Context: an optimization exercise on an open-source flow, tuned for small area, a short achievable clock period and few clock cycles. The choices shown serve that exercise and are no tape-out recipe. In this exercise RTL edits were held to simulation tests only and were not proved equivalent to the original. No activity file was given, so power comes from the tool's default toggle rates.

==> flow/design.v (excerpt) <==
module link_framer_top (
  input  logic       aclk,
  input  logic       aresetn,
  input  logic       in_tvalid,
  output logic       in_tready,
  input  logic [7:0] in_tdata,
  input  logic       in_tlast,
  output logic       out_tvalid,
  input  logic       out_tready,
  output logic [7:0] out_tdata,
  output logic       out_tlast
);
clock: 4.5 ns
lec_check: 0
cap_margin: 20
core_area: 3 3 61 61
cts_buf_list: sky130_fd_sc_hd__clkbuf_1
die_area: 0 0 64 64
slew_margin: 20
synth_hierarchical: 1
synth_minimum_keep_size: 0
standard.sh (not shown) runs the stock make flow with config.mk's settings and CLKGATE_MAP_FILE= SYNTH_SCRIPT=/design/flow/synth_recipe.tcl, a recipe that flattens the netlist after the stock synthesis.
==> flow/flow/run.sh <==
#!/bin/bash
# The standard layout (the standard.sh) with extra ORFS settings:
# BUFFER_PORTS_ARGS="-buffer_cell sky130_fd_sc_hd__buf_1" ABC_LOAD_IN_FF=3 CTS_ARGS='-buf_list sky130_fd_sc_hd__clkbuf_1 -root_buf sky130_fd_sc_hd__clkbuf_1'
# make's full output goes to standard.log; each ORFS step keeps its own log under orfs/logs.
set -euo pipefail
bash standard.sh BUFFER_PORTS_ARGS="-buffer_cell sky130_fd_sc_hd__buf_1" ABC_LOAD_IN_FF=3 CTS_ARGS='-buf_list sky130_fd_sc_hd__clkbuf_1 -root_buf sky130_fd_sc_hd__clkbuf_1' finish > standard.log 2>&1
The baseline completed without violations.
Testbench counts at the start, summed over its fixed seeds: cycles 80,218.
Edit:
==> flow/flow/run.sh (replaced) <==
#!/bin/bash
# The standard layout (the standard.sh) with extra ORFS settings:
# BUFFER_PORTS_ARGS="-buffer_cell sky130_fd_sc_hd__buf_1" ABC_LOAD_IN_FF=3 CTS_ARGS='-buf_list sky130_fd_sc_hd__clkbuf_1 -root_buf sky130_fd_sc_hd__clkbuf_1 -wire_unit 200'
# make's full output goes to standard.log; each ORFS step keeps its own log under orfs/logs.
set -euo pipefail
bash standard.sh BUFFER_PORTS_ARGS="-buffer_cell sky130_fd_sc_hd__buf_1" ABC_LOAD_IN_FF=3 CTS_ARGS='-buf_list sky130_fd_sc_hd__clkbuf_1 -root_buf sky130_fd_sc_hd__clkbuf_1 -wire_unit 200' finish > standard.log 2>&1
- The new run went through all stages and came out clean
- routed wire length does not change
- design area stays the same
- non-clock buffer count is unchanged
- core utilization does not change
- clock power stays flat
- first-iteration DRC count does not change
- power stays the same
- die area stays the same
- worst setup slack does not change
- global-route usage stays the same
- register-to-register slack stays flat
Edit:
==> flow/flow/run.sh (replaced) <==
#!/bin/bash
# The standard layout (the standard.sh) with extra ORFS settings:
# BUFFER_PORTS_ARGS="-buffer_cell sky130_fd_sc_hd__buf_1" ABC_LOAD_IN_FF=3 CTS_ARGS='-buf_list sky130_fd_sc_hd__clkbuf_1 -root_buf sky130_fd_sc_hd__clkbuf_1 -sink_clustering_enable -sink_clustering_size 2 -sink_clustering_max_diameter 500 -sink_clustering_levels 1'
# make's full output goes to standard.log; each ORFS step keeps its own log under orfs/logs.
set -euo pipefail
bash standard.sh BUFFER_PORTS_ARGS="-buffer_cell sky130_fd_sc_hd__buf_1" ABC_LOAD_IN_FF=3 CTS_ARGS='-buf_list sky130_fd_sc_hd__clkbuf_1 -root_buf sky130_fd_sc_hd__clkbuf_1 -sink_clustering_enable -sink_clustering_size 2 -sink_clustering_max_diameter 500 -sink_clustering_levels 1' finish > standard.log 2>&1
- critical path depth is unchanged
- first-iteration DRC count stays the same
- cell area is unchanged
- sequential power barely changes
- die area stays the same
- worst setup slack stays the same
- power does not change
- routed wire length does not change
- non-clock buffer count is unchanged
- global-route usage stays the same
- synthesized area stays the same
Edit:
==> flow/run.sh (new file) <==
#!/bin/bash
# synth_recipe.tcl (not shown) runs the flow's synth.tcl, then flattens the netlist and writes it again
# the make line also repeats each setting of config.mk as NAME=value (left out here)
make -C /OpenROAD-flow-scripts/flow DESIGN_CONFIG=/design/flow/config.mk WORK_HOME=/design/flow/orfs CLKGATE_MAP_FILE= SYNTH_SCRIPT=/design/flow/synth_recipe.tcl finish
removed: flow/flow/run.sh
removed: flow/standard.sh
Outcome: The new run produced a clean layout. Setup slack loses 0.76 ns. Sequential share of layout area shrinks by 4.3 points. Worst hold slack gets better by 0.089 ns. Power rose by about 40%. Design area climbs by about 45%. Die area does not change. Synthesized area went up by 8.9%. Sequential power rose by 8.3%. Non-clock buffer count does not change.
Edit:
==> flow/flow/run.sh (new file) <==
#!/bin/bash
# The standard layout (the standard.sh) with extra ORFS settings:
# BUFFER_PORTS_ARGS="-buffer_cell sky130_fd_sc_hd__buf_1" ABC_LOAD_IN_FF=3 SETUP_MOVE_SEQUENCE=sizeup,swap,clone
# make's full output goes to standard.log; each ORFS step keeps its own log under orfs/logs.
set -euo pipefail
bash standard.sh BUFFER_PORTS_ARGS="-buffer_cell sky130_fd_sc_hd__buf_1" ABC_LOAD_IN_FF=3 SETUP_MOVE_SEQUENCE=sizeup,swap,clone finish > standard.log 2>&1
==> flow/standard.sh (new file) <==
#!/bin/bash
# synth_recipe.tcl (not shown) runs the flow's synth.tcl, then flattens the netlist and writes it again
# the make line also repeats each setting of config.mk as NAME=value (left out here)
make -C /OpenROAD-flow-scripts/flow DESIGN_CONFIG=/design/flow/config.mk WORK_HOME=/design/flow/orfs CLKGATE_MAP_FILE= SYNTH_SCRIPT=/design/flow/synth_recipe.tcl "${@:-finish}"
SETUP_SLACK_MARGIN = 2.3   (was not set)
removed: flow/run.sh
The changed run passed the timing, design-rule and antenna checks.
Design area falls by about 26%.
Register-to-register slack improves by 0.21 ns.
Combinational power falls by 35%.
Count of clock-buffer cells in the layout is unchanged.
Routed wire length falls by 15%.
Area after synthesis falls by about 8%.
Utilization falls by 4.3 points.
Via count falls by 7.4%.
Die area stays the same.

-- what the ideal ports hide --
No port has a modelled driver above. Below, the same layouts with a new extraction and two added sets of constraints.
Step 1 (the two cells are an assumption about what drives the block):
set clk [get_ports {aclk}]
set_driving_cell -lib_cell sky130_fd_sc_hd__clkbuf_16 $clk
set_driving_cell -lib_cell sky130_fd_sc_hd__buf_2 [delete_from_list [all_inputs] $clk]
Step 2 adds t to the input delays and takes it off the output delays; t is the mean of the earliest and latest rising clock arrival at the registers after step 1. Input paths then give back, and output paths get back, about the clock's delay inside the block.
a / b / c = no drivers / after step 1 / after step 2; a / b = the first two.
run	t (ns)	slack for setup (ns)	worst setup path after step 2	worst register clock-pin slew, ns	worst data-port slew with drivers (ns)
the first run	0.226	2.033 / 2.008 / 2.008	input to output	0.06 / 0.06	0.05
the second run	0.226	2.033 / 2.008 / 2.008	input to output	0.06 / 0.06	0.05
the third run	0.226	2.033 / 2.008 / 2.008	input to output	0.06 / 0.06	0.05
the fourth run	0.222	1.271 / 1.239 / 1.239	input to output	0.06 / 0.06	0.04
the fifth run	0.213	2.049 / 2.014 / 2.014	input to output	0.05 / 0.05	0.06
After both steps setup and hold are still met in every run listed. For the fifth run, which loses most, drivers alone change the setup slack by -0.035 ns; drivers and shift together by -0.035 ns.
